What follows belongs to an exercise in optimizing a design on an open flow for small area; a production flow would make more cautious choices.
In this exercise RTL edits were held to simulation tests only and were not proved equivalent to the original.
Power is estimated from default activity; no workload was simulated.

==> job 784: inputs <==
==> flow/design.v <==
`default_nettype none
package lcm_pkg;
	typedef logic [133:0] flit_t;
	typedef logic [1:0]   tag_t;
	typedef logic [47:0]  mac_t;
	typedef logic [47:0]  time_t;
	typedef logic [63:0]  cnt_t;
	typedef logic [5:0]   qcnt_t;
	typedef logic [31:0]  tbpara_t;
	localparam tag_t TAG_HEAD = 2'b01;
	localparam tag_t TAG_MID  = 2'b11;
	localparam tag_t TAG_TAIL = 2'b10;
	localparam logic [15:0] ETH_TYPE_SYNC = 16'h88f7;
	localparam logic [3:0]  MSG_REPORT    = 4'he;
	localparam logic [3:0]  MSG_UPDATE    = 4'hf;
	localparam mac_t        CNC_MAC       = 48'h0102_0304_0506;
	localparam int REPORT_PERIOD_BITS = 20;
	localparam int REPORT_FLITS       = 6;
	localparam int FIFO_DEPTH         = 8;
	localparam int OUT_CREDITS        = 4;
	localparam logic    CFG_DIRECTION_RST  = 1'b0;
	localparam tbpara_t CFG_TBPARA_RST     = 32'h0000_0000;
	localparam mac_t    CFG_DIRECT_MAC_RST = 48'h0000_0000_0000;
	function automatic logic [1:0] flit_tag(input logic [133:0] f);
		flit_tag = f[133:132];
	endfunction
	function automatic logic [133:0] make_flit(input logic [1:0] tag, input logic [127:0] payload);
		make_flit = {tag, 4'h0, payload};
	endfunction
endpackage
`default_nettype wire
`timescale 1ns/1ps
`default_nettype none
module lcm_top (
	input  wire                   clk,
	input  wire                   rst_n,
	input  wire lcm_pkg::flit_t   in_flit,
	input  wire                   in_flit_wr,
	output wire                   in_credit,
	output wire lcm_pkg::flit_t   out_flit,
	output wire                   out_flit_wr,
	input  wire                   out_credit,
	input  wire lcm_pkg::time_t   precision_time,
	input  wire lcm_pkg::mac_t    local_mac,
	input  wire lcm_pkg::cnt_t    esw_pktin_cnt,
	input  wire lcm_pkg::cnt_t    esw_pktout_cnt,
	input  wire lcm_pkg::qcnt_t   eos_q0_used_cnt,
	input  wire lcm_pkg::qcnt_t   eos_q1_used_cnt,
	input  wire lcm_pkg::qcnt_t   eos_q2_used_cnt,
	input  wire lcm_pkg::qcnt_t   eos_q3_used_cnt,
	input  wire lcm_pkg::cnt_t    goe_pktin_cnt,
	input  wire lcm_pkg::cnt_t    goe_discard_cnt,
	output logic                  cfg_direction,
	output lcm_pkg::tbpara_t      cfg_tbpara,
	output lcm_pkg::mac_t         cfg_direct_mac
);
	localparam int DEPTH = lcm_pkg::FIFO_DEPTH;
	localparam int TAP = 0;
	lcm_pkg::flit_t ring_n [DEPTH];
	logic [2:0] wpos;
	logic [2:0] rpos;
	logic [3:0] count;
	logic valid;
	logic at_tap;
	logic pop;
	lcm_pkg::flit_t tap;
	assign valid = (count != '0);
	assign at_tap = (rpos == 3'(TAP));
	assign tap = ~ring_n[TAP];
	for (genvar p = 0; p < DEPTH; p++) begin : g_slot
		localparam int Q = (p + DEPTH - 1) % DEPTH;
		always_ff @(posedge clk) begin
			ring_n[p] <= ~((in_flit_wr && wpos == 3'(p)) ? in_flit : ~ring_n[Q]);
		end
	end
	always_ff @(posedge clk or negedge rst_n) begin
		if (!rst_n) begin
			wpos <= 3'd1;
			rpos <= '0;
			count <= '0;
		end else begin
			if (!in_flit_wr) begin
				wpos <= wpos + 1'b1;
			end
			if (!pop) begin
				rpos <= rpos + 1'b1;
			end
			case ({in_flit_wr, pop})
				2'b10: count <= count + 1'b1;
				2'b01: count <= count - 1'b1;
				default: count <= count;
			endcase
		end
	end
	assign in_credit = pop;
	logic prev_nz;
	logic low_nz;
	logic rollover;
	logic [lcm_pkg::REPORT_FLITS-1:0] rep_st;
	logic owed;
	logic [lcm_pkg::REPORT_FLITS-1:0] rep_sel;
	logic [47:lcm_pkg::REPORT_PERIOD_BITS] ts;
	logic in_pkt;
	logic rep_on;
	logic [2:0] credit_cnt;
	logic credit_ok;
	logic rep_send;
	logic fwd;
	assign low_nz = |precision_time[lcm_pkg::REPORT_PERIOD_BITS-1:0];
	assign rollover = prev_nz && !low_nz;
	assign owed = |rep_st;
	assign rep_sel = {rep_st[lcm_pkg::REPORT_FLITS-1:1], rep_st[0] && !in_pkt};
	assign rep_on = |rep_sel;
	assign credit_ok = (credit_cnt != '0);
	assign rep_send = rep_on && credit_ok;
	always_ff @(posedge clk or negedge rst_n) begin
		if (!rst_n) begin
			prev_nz <= 1'b0;
		end else begin
			prev_nz <= low_nz;
		end
	end
	always_ff @(posedge clk) begin
		if (rollover) begin
			ts <= precision_time[47:lcm_pkg::REPORT_PERIOD_BITS];
		end
	end
	always_ff @(posedge clk or negedge rst_n) begin
		if (!rst_n) begin
			rep_st <= '0;
		end else if (rollover) begin
			rep_st <= lcm_pkg::REPORT_FLITS'(1);
		end else if (rep_send) begin
			rep_st <= {rep_st[lcm_pkg::REPORT_FLITS-2:0], 1'b0};
		end
	end
	lcm_pkg::flit_t rf [lcm_pkg::REPORT_FLITS];
	lcm_pkg::flit_t bus;
	always_comb begin
		rf[0] = lcm_pkg::make_flit(lcm_pkg::TAG_HEAD, {lcm_pkg::CNC_MAC, local_mac,
			lcm_pkg::ETH_TYPE_SYNC, 4'h0, lcm_pkg::MSG_REPORT, 8'h00});
		rf[1] = lcm_pkg::make_flit(lcm_pkg::TAG_MID, {ts, 100'h0});
		rf[2] = lcm_pkg::make_flit(lcm_pkg::TAG_MID, {cfg_direct_mac, cfg_direction,
			15'h0, cfg_tbpara, 32'h0});
		rf[3] = lcm_pkg::make_flit(lcm_pkg::TAG_MID, {esw_pktin_cnt, esw_pktout_cnt});
		rf[4] = lcm_pkg::make_flit(lcm_pkg::TAG_MID, {eos_q0_used_cnt, eos_q1_used_cnt,
			eos_q2_used_cnt, eos_q3_used_cnt, 104'h0});
		rf[5] = lcm_pkg::make_flit(lcm_pkg::TAG_TAIL, {goe_pktin_cnt, goe_discard_cnt});
		bus = {$bits(bus){!rep_on}} & tap;
		for (int k = 0; k < lcm_pkg::REPORT_FLITS; k++) begin
			bus = bus | ({$bits(bus){rep_sel[k]}} & rf[k]);
		end
	end
	assign out_flit = bus;
	logic is_upd_head;
	logic drop_act;
	logic cfg_next;
	logic drop;
	assign is_upd_head = (lcm_pkg::flit_tag(tap) == lcm_pkg::TAG_HEAD) &&
		(tap[127:80] == local_mac) &&
		(tap[31:16] == lcm_pkg::ETH_TYPE_SYNC) &&
		(tap[11:8] == lcm_pkg::MSG_UPDATE);
	assign drop = valid && at_tap && (drop_act || is_upd_head);
	assign fwd = valid && at_tap && !rep_on && !(drop_act || is_upd_head) && credit_ok;
	assign pop = drop || fwd;
	assign out_flit_wr = fwd || rep_send;
	always_ff @(posedge clk or negedge rst_n) begin
		if (!rst_n) begin
			drop_act <= 1'b0;
			cfg_next <= 1'b0;
			in_pkt <= 1'b0;
		end else begin
			if (drop) begin
				drop_act <= tap[132];
				cfg_next <= !drop_act;
			end
			if (fwd) begin
				in_pkt <= tap[132];
			end
		end
	end
	logic cfg_clr;
	logic cfg_dir_qn;
	lcm_pkg::tbpara_t cfg_tb_qn;
	lcm_pkg::mac_t cfg_mac_qn;
	always_ff @(posedge clk or negedge rst_n) begin
		if (!rst_n) begin
			cfg_clr <= 1'b1;
		end else if (drop && cfg_next) begin
			cfg_clr <= 1'b0;
		end
	end
	always_ff @(posedge clk) begin
		if (drop && cfg_next) begin
			cfg_dir_qn <= ring_n[TAP][79];
			cfg_tb_qn <= ring_n[TAP][63:32];
			cfg_mac_qn <= ring_n[TAP][127:80];
		end
	end
	assign cfg_direction = ~(cfg_clr | cfg_dir_qn);
	assign cfg_tbpara = ~({$bits(cfg_tbpara){cfg_clr}} | cfg_tb_qn);
	assign cfg_direct_mac = ~({$bits(cfg_direct_mac){cfg_clr}} | cfg_mac_qn);
	always_ff @(posedge clk or negedge rst_n) begin
		if (!rst_n) begin
			credit_cnt <= 3'(lcm_pkg::OUT_CREDITS);
		end else begin
			case ({out_flit_wr, out_credit})
				2'b10: credit_cnt <= credit_cnt - 1'b1;
				2'b01: credit_cnt <= credit_cnt + 1'b1;
				default: credit_cnt <= credit_cnt;
			endcase
		end
	end
endmodule
`default_nettype wire
==> flow/flow/run.sh <==
#!/bin/bash
# Standard ORFS layout (the standard.sh, standard synthesis unchanged) with two changes:
#  - port buffers are the smallest buffer, sky130_fd_sc_hd__buf_1
#  - the clock tree uses clkbuf_4 with small sink clusters and no dummy loads
# make's full output goes to standard.log; ORFS keeps each step's log under orfs/logs.
set -euo pipefail
export BUFFER_PORTS_ARGS="-buffer_cell sky130_fd_sc_hd__buf_1"
export CTS_ARGS="-sink_clustering_enable -repair_clock_nets -dont_use_dummy_load -buf_list sky130_fd_sc_hd__clkbuf_4 -sink_clustering_size 8 -sink_clustering_max_diameter 45"
bash standard.sh > standard.log 2>&1
==> flow/standard.sh <==
#!/bin/bash
# synth_recipe.tcl (not shown) runs the flow's synth.tcl, then flattens the netlist and writes it again
# the make line also repeats each setting of config.mk as NAME=value (left out here)
make -C /OpenROAD-flow-scripts/flow DESIGN_CONFIG=/design/flow/config.mk WORK_HOME=/design/flow/orfs CLKGATE_MAP_FILE= SYNTH_SCRIPT=/design/flow/synth_recipe.tcl "${@:-finish}"
==> flow/config.mk <==
export PLATFORM = sky130hd
export DESIGN_NAME = lcm_top
export DESIGN_NICKNAME = lcm_top
export VERILOG_FILES = /design/flow/design.v
export SDC_FILE = /design/flow/constraint.sdc
export NUM_CORES = 4
export LEC_CHECK = 0
export CAP_MARGIN = 20
export CORE_MARGIN = 2
export CORE_UTILIZATION = 65
export PLACE_DENSITY = 0.72
export SLEW_MARGIN = 20
==> flow/constraint.sdc <==
create_clock -name core_clock -period 10.0 [get_ports {clk}]
set_input_delay 2.0000 -clock core_clock [delete_from_list [all_inputs] [get_ports {clk}]]
set_output_delay 2.0000 -clock core_clock [all_outputs]
set_load 0.01 [all_outputs]
==> inputs of job 5486, as changes to job 784 <==
--- a/flow/design.v
+++ b/flow/design.v
@@ -55,50 +55,41 @@
 	output lcm_pkg::mac_t         cfg_direct_mac
 );
 	localparam int DEPTH = lcm_pkg::FIFO_DEPTH;
-	localparam int TAP = 0;
-	lcm_pkg::flit_t ring_n [DEPTH];
-	logic [2:0] wpos;
-	logic [2:0] rpos;
-	logic [3:0] count;
+	lcm_pkg::flit_t mem [DEPTH];
+	logic [3:0] wr_ptr;
+	logic [3:0] rd_ptr;
+	logic [DEPTH-1:0] rd_oh;
 	logic valid;
-	logic at_tap;
 	logic pop;
-	lcm_pkg::flit_t tap;
-	assign valid = (count != '0);
-	assign at_tap = (rpos == 3'(TAP));
-	assign tap = ~ring_n[TAP];
-	for (genvar p = 0; p < DEPTH; p++) begin : g_slot
-		localparam int Q = (p + DEPTH - 1) % DEPTH;
+	assign valid = (wr_ptr != rd_ptr);
+	for (genvar i = 0; i < DEPTH; i++) begin : g_slot
 		always_ff @(posedge clk) begin
-			ring_n[p] <= ~((in_flit_wr && wpos == 3'(p)) ? in_flit : ~ring_n[Q]);
-		end
-	end
-	always_ff @(posedge clk or negedge rst_n) begin
-		if (!rst_n) begin
-			wpos <= 3'd1;
-			rpos <= '0;
-			count <= '0;
-		end else begin
-			if (!in_flit_wr) begin
-				wpos <= wpos + 1'b1;
-			end
-			if (!pop) begin
-				rpos <= rpos + 1'b1;
-			end
-			case ({in_flit_wr, pop})
-				2'b10: count <= count + 1'b1;
-				2'b01: count <= count - 1'b1;
-				default: count <= count;
-			endcase
+			if (in_flit_wr && wr_ptr[2:0] == i) begin
+				mem[i] <= in_flit;
+			end
+		end
+	end
+	always_ff @(posedge clk or negedge rst_n) begin
+		if (!rst_n) begin
+			wr_ptr <= '0;
+			rd_ptr <= '0;
+			rd_oh <= DEPTH'(1);
+		end else begin
+			if (in_flit_wr) begin
+				wr_ptr <= wr_ptr + 1'b1;
+			end
+			if (pop) begin
+				rd_ptr <= rd_ptr + 1'b1;
+				rd_oh <= {rd_oh[DEPTH-2:0], rd_oh[DEPTH-1]};
+			end
 		end
 	end
 	assign in_credit = pop;
 	logic prev_nz;
 	logic low_nz;
 	logic rollover;
-	logic [lcm_pkg::REPORT_FLITS-1:0] rep_st;
 	logic owed;
-	logic [lcm_pkg::REPORT_FLITS-1:0] rep_sel;
+	logic [2:0] rep_idx;
 	logic [47:lcm_pkg::REPORT_PERIOD_BITS] ts;
 	logic in_pkt;
 	logic rep_on;
@@ -108,9 +99,7 @@
 	logic fwd;
 	assign low_nz = |precision_time[lcm_pkg::REPORT_PERIOD_BITS-1:0];
 	assign rollover = prev_nz && !low_nz;
-	assign owed = |rep_st;
-	assign rep_sel = {rep_st[lcm_pkg::REPORT_FLITS-1:1], rep_st[0] && !in_pkt};
-	assign rep_on = |rep_sel;
+	assign rep_on = owed && !in_pkt;
 	assign credit_ok = (credit_cnt != '0);
 	assign rep_send = rep_on && credit_ok;
 	always_ff @(posedge clk or negedge rst_n) begin
@@ -127,11 +116,17 @@
 	end
 	always_ff @(posedge clk or negedge rst_n) begin
 		if (!rst_n) begin
-			rep_st <= '0;
-		end else if (rollover) begin
-			rep_st <= lcm_pkg::REPORT_FLITS'(1);
-		end else if (rep_send) begin
-			rep_st <= {rep_st[lcm_pkg::REPORT_FLITS-2:0], 1'b0};
+			owed <= 1'b0;
+			rep_idx <= '0;
+		end else begin
+			if (rollover) begin
+				owed <= 1'b1;
+			end else if (rep_send && rep_idx == 3'd5) begin
+				owed <= 1'b0;
+			end
+			if (rep_send) begin
+				rep_idx <= (rep_idx == 3'd5) ? 3'd0 : rep_idx + 1'b1;
+			end
 		end
 	end
 	lcm_pkg::flit_t rf [lcm_pkg::REPORT_FLITS];
@@ -146,9 +141,12 @@
 		rf[4] = lcm_pkg::make_flit(lcm_pkg::TAG_MID, {eos_q0_used_cnt, eos_q1_used_cnt,
 			eos_q2_used_cnt, eos_q3_used_cnt, 104'h0});
 		rf[5] = lcm_pkg::make_flit(lcm_pkg::TAG_TAIL, {goe_pktin_cnt, goe_discard_cnt});
-		bus = {$bits(bus){!rep_on}} & tap;
+		bus = '0;
+		for (int i = 0; i < DEPTH; i++) begin
+			bus = bus | ({$bits(bus){!rep_on && rd_oh[i]}} & mem[i]);
+		end
 		for (int k = 0; k < lcm_pkg::REPORT_FLITS; k++) begin
-			bus = bus | ({$bits(bus){rep_sel[k]}} & rf[k]);
+			bus = bus | ({$bits(bus){rep_on && rep_idx == k}} & rf[k]);
 		end
 	end
 	assign out_flit = bus;
@@ -156,12 +154,12 @@
 	logic drop_act;
 	logic cfg_next;
 	logic drop;
-	assign is_upd_head = (lcm_pkg::flit_tag(tap) == lcm_pkg::TAG_HEAD) &&
-		(tap[127:80] == local_mac) &&
-		(tap[31:16] == lcm_pkg::ETH_TYPE_SYNC) &&
-		(tap[11:8] == lcm_pkg::MSG_UPDATE);
-	assign drop = valid && at_tap && (drop_act || is_upd_head);
-	assign fwd = valid && at_tap && !rep_on && !(drop_act || is_upd_head) && credit_ok;
+	assign is_upd_head = (lcm_pkg::flit_tag(bus) == lcm_pkg::TAG_HEAD) &&
+		(bus[127:80] == local_mac) &&
+		(bus[31:16] == lcm_pkg::ETH_TYPE_SYNC) &&
+		(bus[11:8] == lcm_pkg::MSG_UPDATE);
+	assign drop = valid && !rep_on && (drop_act || is_upd_head);
+	assign fwd = valid && !rep_on && !(drop_act || is_upd_head) && credit_ok;
 	assign pop = drop || fwd;
 	assign out_flit_wr = fwd || rep_send;
 	always_ff @(posedge clk or negedge rst_n) begin
@@ -171,35 +169,25 @@
 			in_pkt <= 1'b0;
 		end else begin
 			if (drop) begin
-				drop_act <= tap[132];
+				drop_act <= bus[132];
 				cfg_next <= !drop_act;
 			end
 			if (fwd) begin
-				in_pkt <= tap[132];
-			end
-		end
-	end
-	logic cfg_clr;
-	logic cfg_dir_qn;
-	lcm_pkg::tbpara_t cfg_tb_qn;
-	lcm_pkg::mac_t cfg_mac_qn;
-	always_ff @(posedge clk or negedge rst_n) begin
-		if (!rst_n) begin
-			cfg_clr <= 1'b1;
+				in_pkt <= bus[132];
+			end
+		end
+	end
+	always_ff @(posedge clk or negedge rst_n) begin
+		if (!rst_n) begin
+			cfg_direction <= lcm_pkg::CFG_DIRECTION_RST;
+			cfg_tbpara <= lcm_pkg::CFG_TBPARA_RST;
+			cfg_direct_mac <= lcm_pkg::CFG_DIRECT_MAC_RST;
 		end else if (drop && cfg_next) begin
-			cfg_clr <= 1'b0;
-		end
-	end
-	always_ff @(posedge clk) begin
-		if (drop && cfg_next) begin
-			cfg_dir_qn <= ring_n[TAP][79];
-			cfg_tb_qn <= ring_n[TAP][63:32];
-			cfg_mac_qn <= ring_n[TAP][127:80];
-		end
-	end
-	assign cfg_direction = ~(cfg_clr | cfg_dir_qn);
-	assign cfg_tbpara = ~({$bits(cfg_tbpara){cfg_clr}} | cfg_tb_qn);
-	assign cfg_direct_mac = ~({$bits(cfg_direct_mac){cfg_clr}} | cfg_mac_qn);
+			cfg_direction <= bus[79];
+			cfg_tbpara <= bus[63:32];
+			cfg_direct_mac <= bus[127:80];
+		end
+	end
 	always_ff @(posedge clk or negedge rst_n) begin
 		if (!rst_n) begin
 			credit_cnt <= 3'(lcm_pkg::OUT_CREDITS);
==> inputs of job 1289, as changes to job 784 <==
--- a/flow/design.v
+++ b/flow/design.v
@@ -55,29 +55,38 @@
 	output lcm_pkg::mac_t         cfg_direct_mac
 );
 	localparam int DEPTH = lcm_pkg::FIFO_DEPTH;
-	localparam int TAP = 0;
-	lcm_pkg::flit_t ring_n [DEPTH];
+	localparam int TAP = 1;
+	lcm_pkg::flit_t ring [DEPTH];
 	logic [2:0] wpos;
 	logic [2:0] rpos;
-	logic [3:0] count;
+	logic empty;
 	logic valid;
 	logic at_tap;
 	logic pop;
+	lcm_pkg::flit_t tap_n;
 	lcm_pkg::flit_t tap;
-	assign valid = (count != '0);
+	lcm_pkg::flit_t in_flit_n;
+	assign valid = !empty;
 	assign at_tap = (rpos == 3'(TAP));
-	assign tap = ~ring_n[TAP];
+	assign tap_n = ring[TAP];
+	assign tap = ~tap_n;
+	lcm_not_flit u_in_flit_n (.a(in_flit), .y(in_flit_n));
 	for (genvar p = 0; p < DEPTH; p++) begin : g_slot
 		localparam int Q = (p + DEPTH - 1) % DEPTH;
+		logic we;
+		logic we_n;
+		assign we = in_flit_wr && wpos == 3'(p);
+		lcm_not u_we_n (.a(we), .y(we_n));
 		always_ff @(posedge clk) begin
-			ring_n[p] <= ~((in_flit_wr && wpos == 3'(p)) ? in_flit : ~ring_n[Q]);
+			ring[p] <= ~(({134{we}} & ((p % 2 == 1) ? in_flit : in_flit_n)) |
+				({134{we_n}} & ring[Q]));
 		end
 	end
 	always_ff @(posedge clk or negedge rst_n) begin
 		if (!rst_n) begin
 			wpos <= 3'd1;
 			rpos <= '0;
-			count <= '0;
+			empty <= 1'b1;
 		end else begin
 			if (!in_flit_wr) begin
 				wpos <= wpos + 1'b1;
@@ -85,11 +94,11 @@
 			if (!pop) begin
 				rpos <= rpos + 1'b1;
 			end
-			case ({in_flit_wr, pop})
-				2'b10: count <= count + 1'b1;
-				2'b01: count <= count - 1'b1;
-				default: count <= count;
-			endcase
+			if (in_flit_wr && !pop) begin
+				empty <= 1'b0;
+			end else if (pop && !in_flit_wr && rpos == wpos) begin
+				empty <= 1'b1;
+			end
 		end
 	end
 	assign in_credit = pop;
@@ -120,10 +129,11 @@
 			prev_nz <= low_nz;
 		end
 	end
+	logic rollover_n;
+	lcm_not u_rollover_n (.a(rollover), .y(rollover_n));
 	always_ff @(posedge clk) begin
-		if (rollover) begin
-			ts <= precision_time[47:lcm_pkg::REPORT_PERIOD_BITS];
-		end
+		ts <= ({$bits(ts){rollover}} & precision_time[47:lcm_pkg::REPORT_PERIOD_BITS]) |
+			({$bits(ts){rollover_n}} & ts);
 	end
 	always_ff @(posedge clk or negedge rst_n) begin
 		if (!rst_n) begin
@@ -183,19 +193,23 @@
 	logic cfg_dir_qn;
 	lcm_pkg::tbpara_t cfg_tb_qn;
 	lcm_pkg::mac_t cfg_mac_qn;
+	logic cfg_ld;
+	logic cfg_ld_n;
+	assign cfg_ld = drop && cfg_next;
+	lcm_pkg::flit_t cfg_flit_n;
+	assign cfg_flit_n = tap_n;
+	lcm_not u_cfg_ld_n (.a(cfg_ld), .y(cfg_ld_n));
 	always_ff @(posedge clk or negedge rst_n) begin
 		if (!rst_n) begin
 			cfg_clr <= 1'b1;
-		end else if (drop && cfg_next) begin
+		end else if (cfg_ld) begin
 			cfg_clr <= 1'b0;
 		end
 	end
 	always_ff @(posedge clk) begin
-		if (drop && cfg_next) begin
-			cfg_dir_qn <= ring_n[TAP][79];
-			cfg_tb_qn <= ring_n[TAP][63:32];
-			cfg_mac_qn <= ring_n[TAP][127:80];
-		end
+		cfg_dir_qn <= (cfg_ld & cfg_flit_n[79]) | (cfg_ld_n & cfg_dir_qn);
+		cfg_tb_qn <= ({32{cfg_ld}} & cfg_flit_n[63:32]) | ({32{cfg_ld_n}} & cfg_tb_qn);
+		cfg_mac_qn <= ({48{cfg_ld}} & cfg_flit_n[127:80]) | ({48{cfg_ld_n}} & cfg_mac_qn);
 	end
 	assign cfg_direction = ~(cfg_clr | cfg_dir_qn);
 	assign cfg_tbpara = ~({$bits(cfg_tbpara){cfg_clr}} | cfg_tb_qn);
@@ -212,4 +226,16 @@
 		end
 	end
 endmodule
+module lcm_not (
+	input  wire a,
+	output wire y
+);
+	assign y = !a;
+endmodule
+module lcm_not_flit (
+	input  wire [133:0] a,
+	output wire [133:0] y
+);
+	assign y = ~a;
+endmodule
 `default_nettype wire
--- a/flow/config.mk
+++ b/flow/config.mk
@@ -10,3 +10,4 @@
 export CORE_UTILIZATION = 65
 export PLACE_DENSITY = 0.72
 export SLEW_MARGIN = 20
+export SYNTH_HIERARCHICAL = 1
==> results.txt <==
- Between job 5486 and job 784, the lower worst hold slack is in job 784 (gap 0.098 ns).
- Routed wire length, lowest first: job 784, job 1289, job 5486.
- Final area: job 5486 > job 784 > job 1289.
- The highest sequential power belongs to job 1289, the lowest to job 5486.
- In job 5486 the clock power is larger than in job 784, by about 2%.
- The highest synthesized cell count belongs to job 784, the lowest to job 5486.
==> figures <==
|  | job 1289 | job 784 | job 5486 |
|---|---|---|---|
| Depth of the most critical reg-to-reg path | 8 | 12 | 11 |
| Reg2Reg Launch Point | ring[1][132] | rep_st[2] | in_pkt |
| Filler Cell Count | 4106 | 4949 | 4699 |
| #FFs+latches synth | 1202 | 1205 | 1208 |
| Cell type with the highest aggregate area in the netlist | sky130_fd_sc_hd__dfxtp_1 | sky130_fd_sc_hd__dfxtp_1 | sky130_fd_sc_hd__edfxtp_1 |
| Result of the run | finished clean | finished clean | finished clean |
| Insertion delay to the later sink of the worst-skew pair | 1.16 ns | 1.04 ns | 1.08 ns |
| Routability congestion estimate | 1.17 | 0.994 | 0.979 |
| Post-route worst setup slack | 2.69 ns | 3.26 ns | 0.662 ns |
| Combinational-cell power consumption | 5.17 mW | 4.09 mW | 856 uW |
| Routed wire length on met2 | 69400 um | 56600 um | 76500 um |
| Share of total power in sequential cells | 52.8% | 56.1% | 66.5% |
| Overall fraction of global-route tracks in use | 50.1% | 38.2% | 44.0% |
| Fraction of synthesis flops using an asynchronous set or reset pin | 1.75% | 1.99% | 8.94% |

==> re-timing with driven ports <==
Ports are ideal in the flow. The routed layouts listed here were re-timed in OpenROAD.
Step 1, drivers: a clkbuf_16 drives clk and a buf_2 each remaining input, both assumed.
Step 2 also shifts input and output timing later by t, the mid clock arrival at the registers, as if the neighbouring blocks saw the same clock.
Three values: ideal ports, drivers, drivers and shift; two values: the first two.
run | shift t [ns] | setup slack, ns | worst setup path after step 2 | latest minus earliest clock arrival (ns) | worst slew at a driven data input, ns
job 784 | 1.078 | 3.263 / 3.224 / 3.240 | input to output | 0.057 / 0.057 | 0.15
job 5486 | 1.093 | 0.662 / 0.591 / 1.684 | register to output | 0.134 / 0.133 | 0.24
job 1289 | 1.163 | 2.694 / 2.629 / 3.197 | input to output | 0.121 / 0.121 | 0.21
After both steps every run listed still meets setup and hold. The setup slack of job 784, which loses most, moves by -0.039 ns with the drivers and by -0.023 ns with both steps.
